What follows belongs to an exercise in optimizing a design on an open flow for small area, a short achievable clock period and few clock cycles per item; a production flow would make more cautious choices. Function was checked by simulation only, so behaviour that the tests miss may differ from the original. No activity file was given, so power comes from the tool's default toggle rates.

File: design/flow/constraint.sdc
create_clock -name core_clock -period 14.0 [get_ports {clk_i}]
set_input_delay 2.8000 -clock core_clock [delete_from_list [all_inputs] [get_ports {clk_i}]]
set_output_delay 2.8000 -clock core_clock [all_outputs]
set_load 0.01 [all_outputs]
File: design/flow/design.v
module sfa_datapath #(
  parameter int unsigned KeptAlignBits = 8
) (
  input  logic             mode_i,
  input  logic [31:0] a_bits_i,
  input  logic [31:0] b_bits_i,
  output logic [31:0] result_bits_o,
  output logic             range_error_o
);
  localparam int unsigned FracW = 23;
  localparam int unsigned ExpW  = 8;
  localparam int unsigned WordW = 32;
  localparam logic [FracW-1:0] FracMask = 23'h7fffff;
  localparam logic [ExpW-1:0]  ExpMax   = 8'd254;
  localparam int unsigned MagW = 24 + KeptAlignBits + 1;
  localparam int unsigned PosW = $clog2(MagW);
  logic [WordW-1:0] b_eff;
  logic             sa, sb, sign;
  logic [7:0]       ea, eb, gap;
  logic             a_zero, b_zero, a_big;
  logic [MagW-1:0]  ma, mb, mag, norm;
  logic [9:0]       ework, rexp;
  logic [PosW-1:0]  p;
  logic [FracW-1:0] frac;
  always_comb begin
    b_eff = b_bits_i ^ {mode_i, 31'd0};
    sa = a_bits_i[31];
    sb = b_eff[31];
    ea = a_bits_i[30:23];
    eb = b_eff[30:23];
    a_zero = (a_bits_i[30:0] == '0);
    b_zero = (b_eff[30:0] == '0);
    ma = MagW'({1'b1, a_bits_i[22:0]});
    mb = MagW'({1'b1, b_eff[22:0]});
    a_big = (ea >= eb);
    gap = a_big ? (ea - eb) : (eb - ea);
    ework = {2'b00, a_big ? eb : ea};
    if (gap <= 8'(KeptAlignBits)) begin
      if (a_big) ma = ma << gap;
      else mb = mb << gap;
    end else begin
      ework = {2'b00, a_big ? ea : eb};
      if (a_big) mb = (gap >= 8'd32) ? '0 : (mb >> gap);
      else ma = (gap >= 8'd32) ? '0 : (ma >> gap);
    end
    if (sa == sb) begin
      mag = ma + mb;
      sign = sa;
    end else if (ma >= mb) begin
      mag = ma - mb;
      sign = sa;
    end else begin
      mag = mb - ma;
      sign = sb;
    end
    p = '0;
    for (int i = 0; i < MagW; i++) begin
      if (mag[i]) p = PosW'(i);
    end
    norm = mag << (PosW'(MagW - 1) - p);
    frac = norm[MagW-2 -: FracW];
    rexp = ework + 10'(p) - 10'd23;
    range_error_o = 1'b0;
    if (a_zero) begin
      result_bits_o = b_zero ? '0 : b_eff;
    end else if (b_zero) begin
      result_bits_o = a_bits_i;
    end else if (mag == '0) begin
      result_bits_o = '0;
    end else if (!rexp[9] && rexp > {2'b00, ExpMax}) begin
      range_error_o = 1'b1;
      result_bits_o = {sign, 8'hff, 23'd0};
    end else if (rexp[9] || rexp == '0) begin
      range_error_o = 1'b1;
      result_bits_o = {sign, 31'd0};
    end else begin
      result_bits_o = {sign, rexp[7:0], frac & FracMask};
    end
  end
endmodule
module single_float_add_sub #(
  parameter int unsigned KEPT_ALIGN_BITS = 8
) (
  input  logic             clk_i,
  input  logic             rst_ni,
  input  logic             in_valid_i,
  output logic             in_stall_o,
  input  logic             mode_i,
  input  logic [31:0] a_bits_i,
  input  logic [31:0] b_bits_i,
  output logic             out_valid_o,
  input  logic             out_stall_i,
  output logic [31:0] result_bits_o,
  output logic             range_error_o
);
  localparam int unsigned WordW = 32;
  logic             valid_q;
  logic [WordW-1:0] res_q, res_d;
  logic             err_q, err_d;
  logic             load;
  sfa_datapath #(.KeptAlignBits(KEPT_ALIGN_BITS)) u_dp (
    .mode_i, .a_bits_i, .b_bits_i,
    .result_bits_o(res_d), .range_error_o(err_d)
  );
  assign in_stall_o = valid_q && out_stall_i;
  assign load = in_valid_i && !in_stall_o;
  always_ff @(posedge clk_i or negedge rst_ni) begin
    if (!rst_ni) begin
      valid_q <= 1'b0;
    end else if (!in_stall_o) begin
      valid_q <= in_valid_i;
    end
  end
  always_ff @(posedge clk_i) begin
    if (load) begin
      res_q <= res_d;
      err_q <= err_d;
    end
  end
  assign out_valid_o = valid_q;
  assign result_bits_o = res_q;
  assign range_error_o = err_q;
endmodule
File: design/flow/run.sh
#!/bin/bash
# synth_recipe.tcl (not shown) runs the flow's synth.tcl, then flattens the netlist and writes it again
# the make line also repeats each setting of config.mk as NAME=value (left out here)
make -C /OpenROAD-flow-scripts/flow DESIGN_CONFIG=/design/flow/config.mk WORK_HOME=/design/flow/orfs CLKGATE_MAP_FILE= SYNTH_SCRIPT=/design/flow/synth_recipe.tcl finish
File: design/flow/config.mk
export PLATFORM = sky130hd
export DESIGN_NAME = single_float_add_sub
export DESIGN_NICKNAME = single_float_add_sub
export VERILOG_FILES = /design/flow/design.v
export SDC_FILE = /design/flow/constraint.sdc
export NUM_CORES = 4
export LEC_CHECK = 0
export CAP_MARGIN = 20
export CORE_MARGIN = 2
export CORE_UTILIZATION = 40
export SLEW_MARGIN = 20
==> results of run 1 <==
==> synthesized netlist by cell type (all sizes together) (33+ instances only) <==
library cell | n | share of area [%]
edfxtp | 33 | 5.9
a21oi | 220 | 6.6
a211oi | 46 | 2.1
nand2 | 200 | 4.5
mux2i | 138 | 8.3
nand4 | 38 | 1.5
o21ai | 196 | 5.9
clkbuf | 121 | 2.7
ha | 122 | 9.1
nor4 | 43 | 1.7
inv | 137 | 3.1
nor2 | 292 | 6.6
o31ai | 40 | 1.9
nor3 | 115 | 3.5
nand3 | 78 | 2.4
buf | 53 | 1.9
o211ai | 45 | 2.0
==> kinds of logic (layout without fill, tap and decap cells) <==
family                     count (synthesis)  in the layout
xor gates and xnor gates                  33             33
buffers and inverters                    315            997
AOI/OAI and AO/OA                        865            865
DFF                                       34             34
and+or+nand+nor                          963            963
adders and majority gates                128            128
muxes                                    177            177
other                                      2              4
==> routing by layer <==
layer | wire length (um) | global-route usage [%] | share of wire (%)
met5 | 0 | 0 | 0
met4 | 5650 | 21.2 | 5.9
met3 | 9930 | 8.90 | 10
met2 | 42100 | 67.0 | 44
met1 | 38300 | 53.6 | 40
==> cell type report <==
type	instances	area, sq um	share of cell area (%)
antenna	2	5.00	0.0206
clock buffer	6	129	0.530
clock inverter	2	10.0	0.0412
inverter	141	531	2.18
multi-input combinational	2168	15200	62.4
sequential	34	1020	4.18
tap	539	674	2.78
timing repair buffer	848	6760	27.8
==> worst reg2reg max path: cells and delay by family (launching register included) <==
kind	cells	cell delay, ns
buffers and inverters	1	0.37
DFF	1	0.37
and+or+nand+nor	2	0.30
==> stage by stage <==
stage	utilization [%]	worst slack, ns	hold WS (ns)
5_1_grt	58.2	-0.131	0.705
6_report	58.2	0.334	0.666
3_5_place_dp	56.2	-0.564	0.652
4_1_cts	56.6	0.0128	0.668
3_3_place_gp	56.2	-0.339	0.632
2_1_floorplan	-	0.0103	0.730
==> power breakdown <==
group | internal [mW] | switching, mW | total (mW)
clock | 0.0652 | 0.0382 | 0.103
sequential | 0.244 | 0.0150 | 0.259
combinational | 2.58 | 3.03 | 5.61
==> final timing paths <==
kind / slack [ns] / startpoint / depth (start not counted) / end
hold / removal: 0.67 / valid_q / 2 / valid_q
min in group asynchronous: 2.67 / rst_ni / 1 / valid_q
setup reg to reg: 12.62 / valid_q / 3 / res_q[4]
setup / recovery: 0.33 / b_bits_i[23] / 47 / res_q[14]
hold reg to reg: 0.67 / valid_q / 2 / valid_q
max in group asynchronous: 11.23 / rst_ni / 1 / valid_q
==> state kept, by name (all words and copies together), names as in the netlist <==
register / flops
res_q: 32
valid_q: 1
err_q: 1
==> timing repair <==
item,in CTS,in global routing
gates resized for setup,13,118
pin swaps,1,22
setup endpoints to repair,22,32
buffers inserted,0,17
==> results_dict.tcl, run 1 <==
set metrics [dict create \
    finClkSkew_ns 0.00531 \
    numPortBuffers 103 \
    layout.cells.non_filler 3740 \
    cts.sinks 34 \
    synth_seq_cells 34 \
    drt-total-wl_um 96000 \
    run_status "complete, no violations" \
    synthesis.area_sq_mm 0.0168 \
    clkTransAtPathRegs_ns 0.05 \
    fin_crit_ns 13.67 \
    die-width_um 209 \
    synth_cell_type_count 112 \
    drive_gt1_share_pct 30.1 \
    critPathCaptureType "register" \
    routabilityCongestion 1.10 \
    crit_path_start_kind "input port" \
    drtAntennaViolNets 0 \
    static_power_due_to_leakage_nw 10.9 \
    cap_viol_max_count 0 \
    worstPathArrival_ns 13.69 \
    avgViaCountPerCell 6.43 \
    route.detailed.drc 0 \
    clock_tree.htree_level_count 2 \
    placed_instance_area_sq_mm 0.0235 \
    placementRows 75 \
    worst_relative_slew_slack_pct 27.7 \
    total_power_mw 5.97 \
    quantity_of_hold_fixing_buffers_added_after_cts 0 \
    total_number_of_vias 24000 \
    worst-setup-path-type "input port to register" \
    post-dp-hpwl_um 78600 \
    combined_buffer_and_inverter_count_along_the_critical_path 12 \
    unrepaired_setup_endpoints_after_global_routing "yes" \
    timing.final.crit_share_pct 97.6 \
    grt_pass1_wl_um 141000 \
    critical_path.slowest_cell "sky130_fd_sc_hd__or4_4" \
    grt_remaining_overflow 0 \
    detail_route.iter0.violations 3109 \
    nFillCells 4032 \
    fp.dieH_um 209 \
    fp.dieArea_sq_mm 0.0437 \
    clock_tree.root_cell "sky130_fd_sc_hd__clkbuf_16" \
    antenna_found_initial 1 \
    async_set_or_reset_register_ratio_after_synthesis_pct 2.94 \
    num_io_pins 104 \
    dp.cells 3713 \
    power_per_cell_area_mw_per_mm2 246 \
    cp_slowest_stage_delay_ns 0.54 \
    min-delay-path-class "register to register" \
    yosys.area_share.xor_xnor_pct 1.76 \
    design.core.area_sq_mm 0.0418 \
    irDropWorstVdd_mv 0.207 \
    maximum_number_of_pins_on_one_net_before_global_route_repair 70 \
    number_of_synthesized_flops_with_an_enable_pin 33 \
    drv_slew 0 \
    cp_max_fo 10 \
    post_synth_net_total 2714 \
    report.final.hold_viol_count 0 \
    dr.pass1.iters 6 \
    synth_compound_area_share_pct 34.4 \
    layout_commonest_cell "sky130_fd_sc_hd__buf_4" \
    post_synth_and_or_nand_nor_area_fraction_pct 28.2 \
    synth_top_family_by_area "compound AO/OA/AOI/OAI gates" \
    final_nets 3395 \
    tns_ns 0 \
    synth.mux.area_fraction_pct 12.0 \
    yosys_warnings 2 \
    avgRoutedWirePerCell_um 25.7 \
    post_synthesis_to_final_layout_area_growth_pct 44.5 \
    ctsLongestPathBuffers 2 \
    synth-adder-area-share_pct 9.79 \
    crit_path_frequent_cell "sky130_fd_sc_hd__buf_4" \
    clk-insertion-delay-late_ns 0.27 \
    synth_area_per_cell_sq_um 6.68 \
    layout_common_cells "732 x sky130_fd_sc_hd__buf_4, 286 x sky130_fd_sc_hd__nor2_1, 210 x sky130_fd_sc_hd__a21oi_1, 192 x sky130_fd_sc_hd__nand2_1, 172 x sky130_fd_sc_hd__o21ai_0" \
    tritoncts_clock_tree "built" \
    ys.flop_type "sky130_fd_sc_hd__edfxtp_1" \
    cts_buffers 5 \
    setup_viol 0 \
    worst_margin_pin_slew_ns 1.08 \
    initial_utilization_pct 40.3 \
    part_of_the_yosys_area_used_for_sequential_elements_pct 6.04 \
    postLayoutCellArea_sq_mm 0.0243 \
    fmax_mhz 73.2 \
    synthCells 2517 \
    grt_usage_pct 42.0 \
    timing.critical_path.required_ns 14.03 \
    grt_pass1_vias 22800 \
    cpLargestDelayFamily "compound AO/OA/AOI/OAI gates" \
]
Testbench counts, summed over its fixed seeds: cycles 16,008, items 16,000.
==> run 2, diff against run 1 <==
==> design/flow/design.v (replaced) <==
module sfa_align #(
  parameter int unsigned KeptAlignBits = 8
) (
  input  logic        mode_i,
  input  logic [31:0] a_bits_i,
  input  logic [31:0] b_bits_i,
  output logic [22:0] l_frac_o,   
  output logic [7:0]  l_exp_o,    
  output logic [31:0] s_mag_o,    
  output logic        sign_o,     
  output logic        sub_o,      
  output logic        zero_op_o   
);
  logic [31:0] b_eff, l_w, s_w;
  logic        a_zero, b_zero, a_ge;
  logic [7:0]  gap;
  always_comb begin
    b_eff  = b_bits_i ^ {mode_i, 31'd0};
    a_zero = (a_bits_i[30:0] == '0);
    b_zero = (b_bits_i[30:0] == '0);
    a_ge   = (a_bits_i[30:0] >= b_bits_i[30:0]);
    l_w    = a_ge ? a_bits_i : b_eff;
    s_w    = a_ge ? b_eff : a_bits_i;
    gap    = l_w[30:23] - s_w[30:23];
    s_mag_o = {1'b1, s_w[22:0], 8'd0} >> gap;
    if (gap > 8'(KeptAlignBits)) s_mag_o[7:0] = 8'd0;
    zero_op_o = a_zero | b_zero;
    if (zero_op_o) s_mag_o = '0;
    l_frac_o = l_w[22:0];
    l_exp_o  = l_w[30:23];
    sign_o   = l_w[31] & ~(a_zero & b_zero);
    sub_o    = l_w[31] ^ s_w[31];
  end
endmodule
module sfa_norm (
  input  logic [22:0] l_frac_i,
  input  logic [7:0]  l_exp_i,
  input  logic [31:0] s_mag_i,
  input  logic        sign_i,
  input  logic        sub_i,
  input  logic        zero_op_i,
  output logic [31:0] result_bits_o,
  output logic        range_error_o
);
  logic [32:0] x, y, mag, norm;
  logic [5:0]  lz;
  logic [9:0]  rexp;
  always_comb begin
    x   = {2'b01, l_frac_i, 8'd0};
    y   = {1'b0, s_mag_i};
    mag = sub_i ? (x - y) : (x + y);
    lz = 6'd33;
    for (int i = 0; i < 33; i++) begin
      if (mag[i]) lz = 6'(32 - i);
    end
    norm = mag << lz;
    rexp = {2'b00, l_exp_i} + 10'd1 - {4'd0, lz};
    range_error_o = 1'b0;
    if (mag == '0) begin
      result_bits_o = '0;
    end else if (zero_op_i) begin
      result_bits_o = {sign_i, l_exp_i, l_frac_i};
    end else if (!rexp[9] && rexp > 10'd254) begin
      range_error_o = 1'b1;
      result_bits_o = {sign_i, 8'hff, 23'd0};
    end else if (rexp[9] || rexp == '0) begin
      range_error_o = 1'b1;
      result_bits_o = {sign_i, 31'd0};
    end else begin
      result_bits_o = {sign_i, rexp[7:0], norm[31:9]};
    end
  end
endmodule
module single_float_add_sub #(
  parameter int unsigned KEPT_ALIGN_BITS = 8
) (
  input  logic             clk_i,
  input  logic             rst_ni,
  input  logic             in_valid_i,
  output logic             in_stall_o,
  input  logic             mode_i,
  input  logic [31:0] a_bits_i,
  input  logic [31:0] b_bits_i,
  output logic             out_valid_o,
  input  logic             out_stall_i,
  output logic [31:0] result_bits_o,
  output logic             range_error_o
);
  logic        v1_q, v2_q, stall;
  logic [22:0] frac_d, frac_q;
  logic [7:0]  exp_d, exp_q;
  logic [31:0] smag_d, smag_q;
  logic        sign_d, sign_q, sub_d, sub_q, zop_d, zop_q;
  logic [31:0] res_d, res_q;
  logic        err_d, err_q;
  sfa_align #(.KeptAlignBits(KEPT_ALIGN_BITS)) u_align (
    .mode_i, .a_bits_i, .b_bits_i,
    .l_frac_o(frac_d), .l_exp_o(exp_d), .s_mag_o(smag_d),
    .sign_o(sign_d), .sub_o(sub_d), .zero_op_o(zop_d)
  );
  sfa_norm u_norm (
    .l_frac_i(frac_q), .l_exp_i(exp_q), .s_mag_i(smag_q),
    .sign_i(sign_q), .sub_i(sub_q), .zero_op_i(zop_q),
    .result_bits_o(res_d), .range_error_o(err_d)
  );
  assign stall = v2_q && out_stall_i;
  assign in_stall_o = stall;
  always_ff @(posedge clk_i or negedge rst_ni) begin
    if (!rst_ni) begin
      v1_q <= 1'b0;
      v2_q <= 1'b0;
    end else if (!stall) begin
      v1_q <= in_valid_i;
      v2_q <= v1_q;
    end
  end
  always_ff @(posedge clk_i) begin
    if (!stall) begin
      frac_q <= frac_d;
      exp_q  <= exp_d;
      smag_q <= smag_d;
      sign_q <= sign_d;
      sub_q  <= sub_d;
      zop_q  <= zop_d;
      res_q  <= res_d;
      err_q  <= err_d;
    end
  end
  assign out_valid_o = v2_q;
  assign result_bits_o = res_q;
  assign range_error_o = err_q;
endmodule
==> run 2 against run 1 <==
Still clean. Sequential power is 91% higher. Via count shrank 49%. Setup slack gained 4.7 ns. Clock power is 140% higher. Power shrank 61%. Critical path depth decreased by 24. Hold slack worse by 0.21 ns. Wire length fell by 54%. Sequential cell count rose by 67. Fmax is 53% higher. Combinational power fell by 72%. Cell count is 48% lower. Largest power group unchanged.
==> results_dict.tcl, run 2 <==
set metrics [dict create \
    synth_top_cells_by_count "121 x sky130_fd_sc_hd__nor2_1, 113 x sky130_fd_sc_hd__mux2i_1, 107 x sky130_fd_sc_hd__a21oi_1" \
    async_set_or_reset_register_ratio_after_synthesis_pct 1.98 \
    grt_pass1_wl_um 68200 \
    dr.pass1.iters 6 \
    avgRoutedWirePerCell_um 22.6 \
    synth_seq_cells 101 \
    num_io_pins 104 \
    dp.cells 1943 \
    min-delay-path-class "register to register" \
    setup_viol 0 \
    worst_hold_path.endpoint "v2_q" \
    worst_margin_pin_slew_ns 1.08 \
    ys.flop_type "sky130_fd_sc_hd__edfxtp_1" \
    capturing_point_of_the_worst_reg2reg_path "res_q[12]" \
    synth.mux.area_fraction_pct 14.0 \
    drv_slew 0 \
    die-width_um 182 \
    synth_cell_type_count 100 \
    drtAntennaViolNets 0 \
    routabilityCongestion 0.964 \
    most_frequent_cell_after_synthesis "sky130_fd_sc_hd__nor2_1" \
    post-dp-hpwl_um 35500 \
    cts.sinks 101 \
    layout.cells.non_filler 1957 \
    avgViaCountPerCell 6.29 \
    synth_top_family_by_area "compound AO/OA/AOI/OAI gates" \
    post_synth_net_total 1661 \
    timing.final.crit_share_pct 63.8 \
    synth_top_area_share_pct 23.6 \
    cts_buffers 9 \
    static_power_due_to_leakage_nw 5.68 \
    initial_utilization_pct 40.3 \
    ys_top_cells_by_area "sky130_fd_sc_hd__edfxtp_1 24%, sky130_fd_sc_hd__mux2i_1 9.0%, sky130_fd_sc_hd__ha_1 8.5%" \
    post_cts_resized 0 \
    route.detailed.drc 0 \
    post_synthesis_to_final_layout_area_growth_pct 12.8 \
    fmax_mhz 112 \
    yosys.area_share.xor_xnor_pct 2.99 \
    detail_route.iter0.violations 1527 \
    worst-setup-path-type "register to register" \
    clock_tree.root_cell "sky130_fd_sc_hd__clkbuf_16" \
    run_status "complete, no violations" \
    cap_viol_max_count 0 \
    post_cts.repair.setup_buffers 0 \
    layout_commonest_cell "sky130_fd_sc_hd__nor2_1" \
    rrSetupSlack_ns 5.07 \
    hold_sp "v1_q" \
    antenna_found_initial 0 \
    drt-total-wl_um 44200 \
    numPortBuffers 103 \
    fp.dieH_um 182 \
    clkTransAtPathRegs_ns 0.08 \
    hold_depth 1 \
    clk-insertion-delay-late_ns 0.37 \
    unrepaired_setup_endpoints_after_global_routing "no" \
    worst_relative_slew_slack_pct 27.6 \
    quantity_of_hold_fixing_buffers_added_after_cts 0 \
    crit_path_start_kind "register" \
    post_synth_and_or_nand_nor_area_fraction_pct 20.4 \
    ctsLongestPathBuffers 2 \
    synth_compound_area_share_pct 24.0 \
    worstPathArrival_ns 9.12 \
    antenna-diode-count 0 \
    fp.dieArea_sq_mm 0.0330 \
    power_per_cell_area_mw_per_mm2 164 \
    drive_gt1_share_pct 7.78 \
    total_number_of_vias 12300 \
    synth_area_per_cell_sq_um 8.38 \
    irDropWorstVdd_mv 0.0849 \
    clock_tree.htree_level_count 3 \
    reg_top3 "res_q (32), smag_q (32), frac_q (23)" \
    report.final.hold_viol_count 0 \
    grt_usage_pct 26.6 \
    tns_ns 0 \
    design.core.area_sq_mm 0.0313 \
    synthesis.area_sq_mm 0.0126 \
    grt_remaining_overflow 0 \
    nFillCells 3043 \
    worst_r2r_startpoint "frac_q[3]" \
    finClkSkew_ns 0.0218 \
    tritoncts_clock_tree "built" \
    fin_crit_ns 8.93 \
    worst_r2r_path_depth 23 \
    part_of_the_yosys_area_used_for_sequential_elements_pct 24.0 \
    maximum_number_of_pins_on_one_net_before_global_route_repair 79 \
    final_nets 1709 \
    synth_area_leader_cell "sky130_fd_sc_hd__edfxtp_1" \
    synthCells 1504 \
    timing.critical_path.required_ns 14.19 \
    critPathCaptureType "register" \
    grt_pass1_vias 11800 \
    placementRows 65 \
    synth-adder-area-share_pct 8.85 \
    cp_max_fo 22 \
    number_of_synthesized_flops_with_an_enable_pin 99 \
    yosys_warnings 3 \
    layout_common_cells "121 x sky130_fd_sc_hd__nor2_1, 113 x sky130_fd_sc_hd__mux2i_1, 106 x sky130_fd_sc_hd__a21oi_1, 105 x sky130_fd_sc_hd__nand2_1, 103 x sky130_fd_sc_hd__clkdlybuf4s50_1" \
]
[run 2: changes by cell type after synthesis, moves of 62 or more]
cell | before | now
sky130_fd_sc_hd__a21oi_1 | 219 | 107
sky130_fd_sc_hd__clkbuf_1 | 121 | 59
sky130_fd_sc_hd__edfxtp_1 | 33 | 99
sky130_fd_sc_hd__nand2_1 | 199 | 106
sky130_fd_sc_hd__nor2_1 | 291 | 121
sky130_fd_sc_hd__nor3_1 | 112 | 44
sky130_fd_sc_hd__o21ai_0 | 185 | 53
[run 2: per-stage QoR]
step | power (mW) | hold WS, ns | utilization, % | cell area [sq um] | setup WS, ns
after detailed placement | 2.04 | 0.459 | 44.5 | 13900 | 5.20
after global placement | 2.05 | 0.445 | 44.5 | 13900 | 5.27
after floorplan | 1.56 | 0.430 | - | 12600 | 5.92
after global routing | 2.47 | 0.487 | 45.4 | 14200 | 4.56
after CTS | 2.30 | 0.465 | 45.4 | 14200 | 5.30
final | 2.33 | 0.461 | 45.4 | 14200 | 5.07
[run 2: cells by family after synthesis]
group,count (synthesis)
adders and majority gates,88
DFF,101
buffers and inverters,180
muxes,169
and+or+nand+nor,493
AOI/OAI and AO/OA,430
xor gates and xnor gates,43
[run 2: power breakdown]
group / switching [mW] / internal (mW) / total [mW]
Clock: 0.114 / 0.138 / 0.251
Combinational: 0.971 / 0.616 / 1.59
Sequential: 0.0578 / 0.436 / 0.494
Total: 1.14 / 1.19 / 2.33
[run 2: cell type report]
cell class	count	area, sq um	area share [%]
clock inverter	5	60.1	0.422
multi-input combinational	1223	8900	62.5
inverter	99	374	2.63
timing repair buffer	118	1140	8.04
sequential	101	3020	21.2
clock buffer	9	225	1.58
tap	402	503	3.54
[run 2: per-layer routing]
metal / vias up / share of wire [%] / track usage (%)
li1: 5827 / - / -
met1: 5852 / 44 / 35.5
met2: 531 / 46 / 43.8
met3: 104 / 5.9 / 3.27
met4: 0 / 4.2 / 10.6
met5: - / 0 / 0
[run 2: how the worst max path moves through the flow]
stage | startpoint | cells past startpoint | endpoint | slack, ns
after floorplan | out_stall_i | 2 | in_stall_o | 5.92
after global placement | b_bits_i[23] | 18 | smag_q[0] | 5.27
after detailed placement | b_bits_i[23] | 18 | smag_q[0] | 5.20
after CTS | frac_q[3] | 23 | res_q[12] | 5.30
after global routing | frac_q[3] | 25 | res_q[22] | 4.56
final | frac_q[3] | 23 | res_q[12] | 5.07
[run 2: worst max-delay path: stages, from the launching register on]
cell	delay [ns]
sky130_fd_sc_hd__edfxtp_1	0.52
sky130_fd_sc_hd__ha_1	0.52
sky130_fd_sc_hd__a41oi_1	0.32
sky130_fd_sc_hd__o221ai_1	0.27
sky130_fd_sc_hd__nor4_2	0.66
sky130_fd_sc_hd__o31ai_1	0.27
sky130_fd_sc_hd__a221oi_2	0.39
sky130_fd_sc_hd__xnor2_1	0.24
sky130_fd_sc_hd__nor3_1	0.55
sky130_fd_sc_hd__nand4_2	0.40
sky130_fd_sc_hd__nor2_2	0.95
sky130_fd_sc_hd__inv_2	0.08
sky130_fd_sc_hd__ha_1	0.34
sky130_fd_sc_hd__a21boi_0	0.25
sky130_fd_sc_hd__o21ai_0	0.13
sky130_fd_sc_hd__a21boi_0	0.33
sky130_fd_sc_hd__mux2_2	0.38
sky130_fd_sc_hd__a32oi_1	0.33
sky130_fd_sc_hd__mux2i_1	0.34
sky130_fd_sc_hd__nand2_1	0.28
sky130_fd_sc_hd__a211oi_1	0.63
sky130_fd_sc_hd__o21a_1	0.21
sky130_fd_sc_hd__a221oi_1	0.07
sky130_fd_sc_hd__a211oi_1	0.29
Testbench counts of run 2, summed over its fixed seeds: cycles 16,016, items 16,000.

==> static timing again, ports no longer ideal <==
The results above use ideal ports. As a check the final layouts listed here were re-extracted and re-timed, cells and wires unchanged.
Step 1: set_driving_cell puts a clkbuf_16 on clk_i and a buf_2 on each other input, an assumption about the parent block.
Step 2 also shifts input and output timing later by t, the mid clock arrival at the registers, as if the neighbouring blocks saw the same clock.
Three values: ideal ports, drivers, drivers and shift; two values: the first two.
run | shift t [ns] | setup WS [ns] | worst setup path after step 2 | latest minus earliest clock arrival (ns) | worst data-port slew with drivers (ns)
run 1 | 0.309 | 0.334 / 0.348 / 0.039 | input to register | 0.007 / 0.006 | 0.04
run 2 | 0.409 | 5.074 / 5.074 / 5.074 | register to register | 0.022 / 0.022 | 0.04
After both steps every run listed still meets setup and hold. For run 1, which loses most, drivers alone change the setup slack by +0.014 ns; drivers and shift together by -0.295 ns.
